Background: an optimization exercise with open tools, aiming at small area and a short achievable clock period. Do not read the settings as production practice.
Where RTL was checked, it was by simulation tests only, not by an equivalence proof against the original.
No activity file was given, so power comes from the tool's default toggle rates.

==> job 9833 <==
## mem_responder
module mem_responder (
    input  logic       CLK,
    input  logic       RST_N,
    input  logic [7:0] bus_in,
    input  logic       MAR_in,
    input  logic       MBR_in,
    input  logic       MBR_out,
    input  logic       WMFC,
    input  logic       rnw,
    output logic [7:0] bus_out,
    output logic       bus_oe,
    output logic       MFC,
    output logic       busy
);
==> module mem_array, before the edit <==
module mem_array (
    input  logic        CLK,
    input  logic        we,
    input  logic [15:0] hi,
    input  logic [15:0] lo,
    input  logic [7:0]  wdata,
    output logic [7:0]  rdata
);
    logic [7:0] mem [256];
    logic [7:0] grp_q [4];
    always_ff @(posedge CLK)
        for (int w = 0; w < 256; w++)
            if (we && hi[w/16] && lo[w%16]) mem[w] <= wdata;
    always_ff @(posedge CLK)
        for (int g = 0; g < 4; g++) begin
            logic [7:0] acc;
            acc = '0;
            for (int h = 4*g; h < 4*g+4; h++) begin
                logic [7:0] row;
                row = '0;
                for (int l = 0; l < 16; l++)
                    row = row | (mem[16*h+l] & {8{lo[l]}});
                acc = acc | (row & {8{hi[h]}});
            end
            grp_q[g] <= acc;
        end
    assign rdata = grp_q[0] | grp_q[1] | grp_q[2] | grp_q[3];
endmodule
==> module mem_responder, before the edit <==
module mem_responder (
    input  logic       CLK,
    input  logic       RST_N,
    input  logic [7:0] bus_in,
    input  logic       MAR_in,
    input  logic       MBR_in,
    input  logic       MBR_out,
    input  logic       WMFC,
    input  logic       rnw,
    output logic [7:0] bus_out,
    output logic       bus_oe,
    output logic       MFC,
    output logic       busy
);
    logic [15:0] mar_hi, mar_lo;    
    logic [7:0]  mbr;
    logic [1:0]  cnt;
    logic        op;
    logic        busy_q, done_q;
    logic        wstb, rstb;       
    logic [7:0]  rdata;
    mem_array u_mem (
        .CLK   (CLK),
        .we    (wstb),
        .hi    (mar_hi),
        .lo    (mar_lo),
        .wdata (mbr),
        .rdata (rdata)
    );
    function automatic logic [15:0] onehot4(input logic [3:0] v);
        onehot4 = 16'd1 << v;
    endfunction
    always_ff @(posedge CLK or negedge RST_N) begin
        if (!RST_N) begin
            busy_q <= 1'b0;
            done_q <= 1'b0;
            mar_hi <= 16'd1;
            mar_lo <= 16'd1;
            mbr    <= '0;
            cnt    <= '0;
            op     <= 1'b0;
            wstb   <= 1'b0;
            rstb   <= 1'b0;
        end else if (!busy_q) begin
            if (MAR_in) begin
                mar_hi <= onehot4(bus_in[7:4]);
                mar_lo <= onehot4(bus_in[3:0]);
            end
            if (MBR_in) mbr <= bus_in;
            if (WMFC) begin
                op     <= rnw;
                cnt    <= 2'd2;
                busy_q <= 1'b1;
            end
        end else if (!done_q) begin
            if (cnt != 2'd0) begin
                cnt <= cnt - 2'd1;
                if (cnt == 2'd1) begin
                    wstb <= (op == mem_pkg::WR);
                    rstb <= (op == mem_pkg::RD);
                end
            end else begin
                if (rstb) mbr <= rdata;
                wstb   <= 1'b0;
                rstb   <= 1'b0;
                done_q <= 1'b1;
            end
        end else if (!WMFC) begin
            busy_q <= 1'b0;
            done_q <= 1'b0;
        end
    end
    assign MFC     = done_q;
    assign busy    = busy_q;
    assign bus_out = mbr;
    assign bus_oe  = MBR_out;
endmodule
clock: 4.5 ns
lec_check: 0
cap_margin: 20
core_margin: 2
core_utilization: 60
cts_cluster_diameter: 60
cts_cluster_size: 30
setup_slack_margin: 2.4
slew_margin: 20
run.sh (not shown) runs the stock make flow with config.mk's settings and CLKGATE_MAP_FILE= SYNTH_SCRIPT=/design/flow/synth_recipe.tcl, a recipe that flattens the netlist after the stock synthesis.
==> job 3635 (differences from job 9833) <==
==> flow/design.v (replaced) <==
package mem_pkg;
    typedef enum logic [1:0] {IDLE, WAIT, DONE} state_t;
    localparam int AW_DEF = 8;
    localparam int DW_DEF = 8;
    localparam logic RD = 1'b1;
    localparam logic WR = 1'b0;
endpackage
module mem_array (
    input  logic        CLK,
    input  logic [15:0] wrow,
    input  logic [15:0] hi,
    input  logic [15:0] lo0,
    input  logic [15:0] lo1,
    input  logic [7:0]  wdata,
    output logic [7:0]  rdata
);
    logic [7:0] mem [256];
    logic [7:0] row_q [16];
    logic [255:0] csel;
    always_comb
        for (int w = 0; w < 256; w++)
            csel[w] = (w < 128) ? lo0[w%16] : lo1[w%16];
    always_ff @(posedge CLK)
        for (int w = 0; w < 256; w++)
            if (wrow[w/16] && csel[w]) mem[w] <= wdata;
    always_ff @(posedge CLK)
        for (int h = 0; h < 16; h++) begin
            logic [7:0] row;
            row = '0;
            for (int l = 0; l < 16; l++)
                row = row | (mem[16*h+l] & {8{csel[16*h+l]}});
            row_q[h] <= row;
        end
    always_comb begin
        rdata = '0;
        for (int h = 0; h < 16; h++)
            rdata = rdata | (row_q[h] & {8{hi[h]}});
    end
endmodule
module mem_responder (
    input  logic       CLK,
    input  logic       RST_N,
    input  logic [7:0] bus_in,
    input  logic       MAR_in,
    input  logic       MBR_in,
    input  logic       MBR_out,
    input  logic       WMFC,
    input  logic       rnw,
    output logic [7:0] bus_out,
    output logic       bus_oe,
    output logic       MFC,
    output logic       busy
);
    logic [7:0]  mar;
    logic [15:0] hi_q, lo0_q, lo1_q;    
    logic [7:0]  mbr_o, mbr_n;
    logic [1:0]  cnt;
    logic        op;
    logic        busy_o, idle_q;
    logic        mfc_o, ndone_q;
    logic [15:0] wrow;             
    logic        rstb;             
    logic [7:0]  rdata;
    logic        in_idle, in_wait, in_done;
    logic        go, fire, release_;
    logic        busy_d, mfc_d;
    logic [7:0]  mbr_d;
    assign in_idle  = idle_q;
    assign in_wait  = !idle_q && ndone_q;
    assign in_done  = !ndone_q;
    assign go       = in_idle && WMFC;           
    assign fire     = in_wait && (cnt == 2'd0);  
    assign release_ = in_done && !WMFC;          
    mem_array u_mem (
        .CLK   (CLK),
        .wrow  (wrow),
        .hi    (hi_q),
        .lo0   (lo0_q),
        .lo1   (lo1_q),
        .wdata (~mbr_n),
        .rdata (rdata)
    );
    always_ff @(posedge CLK) begin
        hi_q  <= 16'd1 << mar[7:4];
        lo0_q <= mar[7] ? 16'd0 : (16'd1 << mar[3:0]);
        lo1_q <= mar[7] ? (16'd1 << mar[3:0]) : 16'd0;
    end
    assign busy_d = go ? 1'b1 : release_ ? 1'b0 : !idle_q;
    assign mfc_d  = fire ? 1'b1 : release_ ? 1'b0 : !ndone_q;
    assign mbr_d  = (in_idle && MBR_in) ? bus_in : rstb ? rdata : ~mbr_n;
    always_ff @(posedge CLK or negedge RST_N) begin
        if (!RST_N) begin
            busy_o  <= 1'b0;
            idle_q  <= 1'b1;
            mfc_o   <= 1'b0;
            ndone_q <= 1'b1;
            cnt     <= '0;
            op      <= 1'b0;
            wrow    <= '0;
            rstb    <= 1'b0;
            mar     <= '0;
            mbr_o   <= '0;
            mbr_n   <= '1;
        end else begin
            busy_o  <= busy_d;
            idle_q  <= !busy_d;
            mfc_o   <= mfc_d;
            ndone_q <= !mfc_d;
            mbr_o   <= mbr_d;
            mbr_n   <= ~mbr_d;
            if (go) begin
                op  <= rnw;
                cnt <= 2'd2;
            end
            if (in_wait) begin
                if (cnt != 2'd0) cnt <= cnt - 2'd1;
                wrow <= ((cnt == 2'd1) && (op == mem_pkg::WR)) ? hi_q : '0;
                rstb <= (cnt == 2'd1) && (op == mem_pkg::RD);
            end
            if (in_idle && MAR_in) mar <= bus_in;
        end
    end
    assign MFC     = mfc_o;
    assign busy    = busy_o;
    assign bus_out = mbr_o;
    assign bus_oe  = MBR_out;
endmodule
Settings changed: CTS_CLUSTER_DIAMETER 60 to 100, SETUP_SLACK_MARGIN 2.4 to 2.2.
==> metrics.yaml <==
power:
  power_uw: 46170
cells_and_area:
  fin_cells: 5944
  sh_seq_area: 0.7809
critical_path:
  r2r_slack_ns: 2.23
logic_synthesis:
  synth_cells: 4216
  yosysTopAreaCellShare: 0.7632
run_status:
  outcome: "timing/DRC/antenna clean"
That was job 3635.
==> metrics.yaml <==
run_status:
  outcome: "timing/DRC/antenna clean"
logic_synthesis:
  yosysTopAreaCellShare: 0.7901
  synth_cells: 4194
critical_path:
  r2r_slack_ns: 2.10
cells_and_area:
  sh_seq_area: 0.7075
  fin_cells: 6168
power:
  power_uw: 49250
That was job 9833.
No run of this note included a check of the RTL's function; only the layout flow was run.

==> inputs of wip/tundra <==
mem_responder, a different RTL version from the one above (not shown whole).
==> module mem_array, before the edit <==
module mem_array (
    input  logic        CLK,
    input  logic [15:0] wrow,
    input  logic [15:0] wrow_n,
    input  logic [15:0] wcol,
    input  logic [15:0] hi,
    input  logic [15:0] lo0,
    input  logic [15:0] lo1,
    input  logic [7:0]  wdata0,
    input  logic [7:0]  wdata1,
    output logic [7:0]  rdata
);
    logic [7:0] mem [256];
    logic [7:0] row_q [16];
    logic [255:0] csel;
    always_comb
        for (int w = 0; w < 256; w++)
            csel[w] = (w < 128) ? lo0[w%16] : lo1[w%16];
    logic       p_q;
    logic [7:0] wenc0, wenc1;
    logic [255:0] we, hold;
    always_ff @(posedge CLK) p_q <= ~p_q;
    assign wenc0 = wdata0 ^ {8{p_q}};
    assign wenc1 = wdata1 ^ {8{p_q}};
    always_comb
        for (int w = 0; w < 256; w++) begin
            we[w]   = wrow[w/16] & wcol[w%16];
            hold[w] = wrow_n[w/16] | ~wcol[w%16];
        end
    always_ff @(posedge CLK)
        for (int w = 0; w < 256; w++)
            mem[w] <= ~((mem[w] & {8{hold[w]}}) | (((w < 128) ? wenc0 : wenc1) & {8{we[w]}}));
    always_ff @(posedge CLK)
        for (int h = 0; h < 16; h++) begin
            logic [7:0] row;
            row = '0;
            for (int l = 0; l < 16; l++)
                row = row | (mem[16*h+l] & {8{csel[16*h+l]}});
            row_q[h] <= row;
        end
    always_comb begin
        rdata = '0;
        for (int h = 0; h < 16; h++)
            rdata = rdata | (row_q[h] & {8{hi[h]}});
        rdata = rdata ^ {8{~p_q}};
    end
endmodule
==> module mem_responder, before the edit <==
module mem_responder (
    input  logic       CLK,
    input  logic       RST_N,
    input  logic [7:0] bus_in,
    input  logic       MAR_in,
    input  logic       MBR_in,
    input  logic       MBR_out,
    input  logic       WMFC,
    input  logic       rnw,
    output logic [7:0] bus_out,
    output logic       bus_oe,
    output logic       MFC,
    output logic       busy
);
    logic [7:0]  mar;
    logic [15:0] hi_q, lo0_q, lo1_q;    
    logic [7:0]  wd0_q, wd1_q;          
    logic [7:0]  mbr_o, mbr_n;
    logic [1:0]  cnt;
    logic        op;
    logic        busy_o, idle_q;
    logic        mfc_o, ndone_q;
    logic [15:0] wrow;             
    logic [15:0] wrow_n;           
    logic [15:0] wcol;             
    logic        rstb;             
    logic [7:0]  rdata;
    logic        in_idle, in_wait, in_done;
    logic        go, fire, release_;
    logic        busy_d, mfc_d;
    logic [7:0]  mbr_d;
    assign in_idle  = idle_q;
    assign in_wait  = !idle_q && ndone_q;
    assign in_done  = !ndone_q;
    assign go       = in_idle && WMFC;           
    assign fire     = in_wait && (cnt == 2'd0);  
    assign release_ = in_done && !WMFC;          
    mem_array u_mem (
        .CLK   (CLK),
        .wrow  (wrow),
        .wrow_n(wrow_n),
        .wcol  (wcol),
        .hi    (hi_q),
        .lo0   (lo0_q),
        .lo1   (lo1_q),
        .wdata0(wd0_q),
        .wdata1(wd1_q),
        .rdata (rdata)
    );
    always_ff @(posedge CLK) begin
        hi_q  <= 16'd1 << mar[7:4];
        lo0_q <= mar[7] ? 16'd0 : (16'd1 << mar[3:0]);
        lo1_q <= mar[7] ? (16'd1 << mar[3:0]) : 16'd0;
        wcol  <= (in_wait && (cnt == 2'd1) && (op == mem_pkg::WR)) ? lo0_q | lo1_q : 16'd0;
    end
    always_ff @(posedge CLK) begin
        wd0_q <= mar[7] ? 8'h00 : ~mbr_n;
        wd1_q <= mar[7] ? ~mbr_n : 8'h00;
    end
    assign busy_d = go ? 1'b1 : release_ ? 1'b0 : !idle_q;
    assign mfc_d  = fire ? 1'b1 : release_ ? 1'b0 : !ndone_q;
    assign mbr_d  = (in_idle && MBR_in) ? bus_in : rstb ? rdata : ~mbr_n;
    always_ff @(posedge CLK or negedge RST_N) begin
        if (!RST_N) begin
            busy_o  <= 1'b0;
            idle_q  <= 1'b1;
            mfc_o   <= 1'b0;
            ndone_q <= 1'b1;
            cnt     <= '0;
            op      <= 1'b0;
            wrow    <= '0;
            wrow_n  <= '1;
            rstb    <= 1'b0;
            mar     <= '0;
            mbr_o   <= '0;
            mbr_n   <= '1;
        end else begin
            busy_o  <= busy_d;
            idle_q  <= !busy_d;
            mfc_o   <= mfc_d;
            ndone_q <= !mfc_d;
            mbr_o   <= mbr_d;
            mbr_n   <= ~mbr_d;
            if (go) begin
                op  <= rnw;
                cnt <= 2'd2;
            end
            if (in_wait) begin
                if (cnt != 2'd0) cnt <= cnt - 2'd1;
                wrow   <= ((cnt == 2'd1) && (op == mem_pkg::WR)) ? hi_q : '0;
                wrow_n <= ((cnt == 2'd1) && (op == mem_pkg::WR)) ? ~hi_q : '1;
                rstb <= (cnt == 2'd1) && (op == mem_pkg::RD);
            end
            if (in_idle && MAR_in) mar <= bus_in;
        end
    end
    assign MFC     = mfc_o;
    assign busy    = busy_o;
    assign bus_out = mbr_o;
    assign bus_oe  = MBR_out;
endmodule
Settings: LEC_CHECK=0, CAP_MARGIN=20, CORE_MARGIN=2, CORE_UTILIZATION=60, CTS_CLUSTER_DIAMETER=90, CTS_CLUSTER_SIZE=25, SETUP_SLACK_MARGIN=2.35, SLEW_MARGIN=20; clock period 4.5 ns.
==> wip/amber (differences from wip/tundra) <==
==> flow/design.v, changed modules only <==
module mem_array (
    input  logic        CLK,
    input  logic        we,
    input  logic [15:0] hi,
    input  logic [15:0] lo,
    input  logic [7:0]  wdata,
    output logic [7:0]  rdata
);
    logic [7:0] mem [256];
    logic [7:0] row_q [16];
    always_ff @(posedge CLK)
        for (int w = 0; w < 256; w++)
            if (we && hi[w/16] && lo[w%16]) mem[w] <= wdata;
    always_ff @(posedge CLK)
        for (int h = 0; h < 16; h++) begin
            logic [7:0] row;
            row = '0;
            for (int l = 0; l < 16; l++)
                row = row | (mem[16*h+l] & {8{lo[l]}});
            row_q[h] <= row;
        end
    always_comb begin
        rdata = '0;
        for (int h = 0; h < 16; h++)
            rdata = rdata | (row_q[h] & {8{hi[h]}});
    end
endmodule
module mem_responder (
    input  logic       CLK,
    input  logic       RST_N,
    input  logic [7:0] bus_in,
    input  logic       MAR_in,
    input  logic       MBR_in,
    input  logic       MBR_out,
    input  logic       WMFC,
    input  logic       rnw,
    output logic [7:0] bus_out,
    output logic       bus_oe,
    output logic       MFC,
    output logic       busy
);
    logic [15:0] mar_hi, mar_lo;    
    logic [7:0]  mbr;
    logic [1:0]  cnt;
    logic        op;
    logic        busy_q, done_q;
    logic        wstb, rstb;       
    logic [7:0]  rdata;
    mem_array u_mem (
        .CLK   (CLK),
        .we    (wstb),
        .hi    (mar_hi),
        .lo    (mar_lo),
        .wdata (mbr),
        .rdata (rdata)
    );
    function automatic logic [15:0] onehot4(input logic [3:0] v);
        onehot4 = 16'd1 << v;
    endfunction
    always_ff @(posedge CLK or negedge RST_N) begin
        if (!RST_N) begin
            busy_q <= 1'b0;
            done_q <= 1'b0;
            mar_hi <= 16'd1;
            mar_lo <= 16'd1;
            mbr    <= '0;
            cnt    <= '0;
            op     <= 1'b0;
            wstb   <= 1'b0;
            rstb   <= 1'b0;
        end else if (!busy_q) begin
            if (MAR_in) begin
                mar_hi <= onehot4(bus_in[7:4]);
                mar_lo <= onehot4(bus_in[3:0]);
            end
            if (MBR_in) mbr <= bus_in;
            if (WMFC) begin
                op     <= rnw;
                cnt    <= 2'd2;
                busy_q <= 1'b1;
            end
        end else if (!done_q) begin
            if (cnt != 2'd0) begin
                cnt <= cnt - 2'd1;
                if (cnt == 2'd1) begin
                    wstb <= (op == mem_pkg::WR);
                    rstb <= (op == mem_pkg::RD);
                end
            end else begin
                if (rstb) mbr <= rdata;
                wstb   <= 1'b0;
                rstb   <= 1'b0;
                done_q <= 1'b1;
            end
        end else if (!WMFC) begin
            busy_q <= 1'b0;
            done_q <= 1'b0;
        end
    end
    assign MFC     = done_q;
    assign busy    = busy_q;
    assign bus_out = mbr;
    assign bus_oe  = MBR_out;
endmodule
Settings changed: CTS_CLUSTER_DIAMETER 90 to 60, CTS_CLUSTER_SIZE 25 to 30, SETUP_SLACK_MARGIN 2.35 to 2.4.
==> wip/raven (differences from wip/tundra) <==
--- a/flow/design.v
+++ b/flow/design.v
@@ -11,4 +11,5 @@
     input  logic [15:0] wrow_n,
     input  logic [15:0] wcol,
+    input  logic [15:0] wcol_n,
     input  logic [15:0] hi,
     input  logic [15:0] lo0,
@@ -32,6 +33,6 @@
     always_comb
         for (int w = 0; w < 256; w++) begin
-            we[w]   = wrow[w/16] & wcol[w%16];
-            hold[w] = wrow_n[w/16] | ~wcol[w%16];
+            we[w]   = ~(wrow_n[w/16] | wcol_n[w%16]);
+            hold[w] = ~(wrow[w/16] & wcol[w%16]);
         end
     always_ff @(posedge CLK)
@@ -78,4 +79,5 @@
     logic [15:0] wrow_n;           
     logic [15:0] wcol;             
+    logic [15:0] wcol_n;           
     logic        rstb;             
     logic [7:0]  rdata;
@@ -95,4 +97,5 @@
         .wrow_n(wrow_n),
         .wcol  (wcol),
+        .wcol_n(wcol_n),
         .hi    (hi_q),
         .lo0   (lo0_q),
@@ -106,5 +109,6 @@
         lo0_q <= mar[7] ? 16'd0 : (16'd1 << mar[3:0]);
         lo1_q <= mar[7] ? (16'd1 << mar[3:0]) : 16'd0;
-        wcol  <= (in_wait && (cnt == 2'd1) && (op == mem_pkg::WR)) ? lo0_q | lo1_q : 16'd0;
+        wcol   <= (in_wait && (cnt == 2'd1) && (op == mem_pkg::WR)) ? lo0_q | lo1_q : 16'd0;
+        wcol_n <= (in_wait && (cnt == 2'd1) && (op == mem_pkg::WR)) ? ~(lo0_q | lo1_q) : 16'hffff;
     end
     always_ff @(posedge CLK) begin
Settings changed: CTS_CLUSTER_SIZE 25 to 30.
==> notes.md <==
item                                                                                        wip/tundra       wip/amber       wip/raven
Multi-input gate share of the layout cell area                                                   0.356           0.149           0.357
Post-Syn Area per Cell                                                                      11.2 sq um      18.9 sq um      11.3 sq um
Worst setup path startpoint                                                                   mbr_o[1]          mbr[3]        mbr_o[5]
Wire length on met2                                                                             137 mm          106 mm          128 mm
Non-CTS buffers                                                                                    186             204             133
Latest clock arrival within the worst-skew pair                                                0.77 ns         0.79 ns         0.76 ns
Leak Pwr                                                                                     0.0418 uW       0.0285 uW       0.0353 uW
Outcome                                                                                 finished clean  finished clean  finished clean
Share of the synthesized area in the top cell type                                               0.556           0.775           0.576
Post-synthesis share of cell area spent on full adders, half adders and majority gates               0        0.000315               0
GP Congestion                                                                                    0.907           0.898           0.995
Layout inverter count without the clock tree                                                         4               5              20
Slew of the pin with the lowest slew margin                                                    1.24 ns        0.970 ns         1.35 ns
Total detailed-routing wirelength                                                               318 mm          232 mm          300 mm
Number of inserted filler cells in the final layout                                              10818            8468           10789
Largest net degree at the start of global routing                                                   59             158             129
For wip/tundra, only the layout was checked, not whether the RTL still works.

static timing again, ports no longer ideal:
Ports are ideal in the flow. The routed layouts listed here were re-timed in OpenROAD.
Step 1, drivers: a clkbuf_16 drives CLK and a buf_2 each remaining input, both assumed.
Step 2 also shifts input and output timing later by t, the mid clock arrival at the registers, as if the neighbouring blocks saw the same clock.
Slacks: ideal ports / drivers / drivers and shift; pairs: ideal ports / drivers.
run | shift t [ns] | setup slack, ns | slew at the worst register clock pin (ns) | cell pins on the clock port's net
job 9833 | 0.869 | 2.075 / 1.992 / 1.810 | 0.10 / 0.10 | 1
job 3635 | 0.804 | 2.191 / 2.109 / 1.862 | 0.12 / 0.12 | 1
wip/tundra | 0.841 | 2.149 / 2.069 / 1.719 | 0.11 / 0.11 | 1
wip/amber | 0.856 | 2.062 / 1.981 / 1.771 | 0.10 / 0.10 | 1
wip/raven | 0.834 | 2.182 / 2.093 / 1.689 | 0.12 / 0.12 | 1
After both steps setup and hold are still met in every run listed. For wip/raven, which loses most, drivers alone change the setup slack by -0.089 ns; drivers and shift together by -0.493 ns.
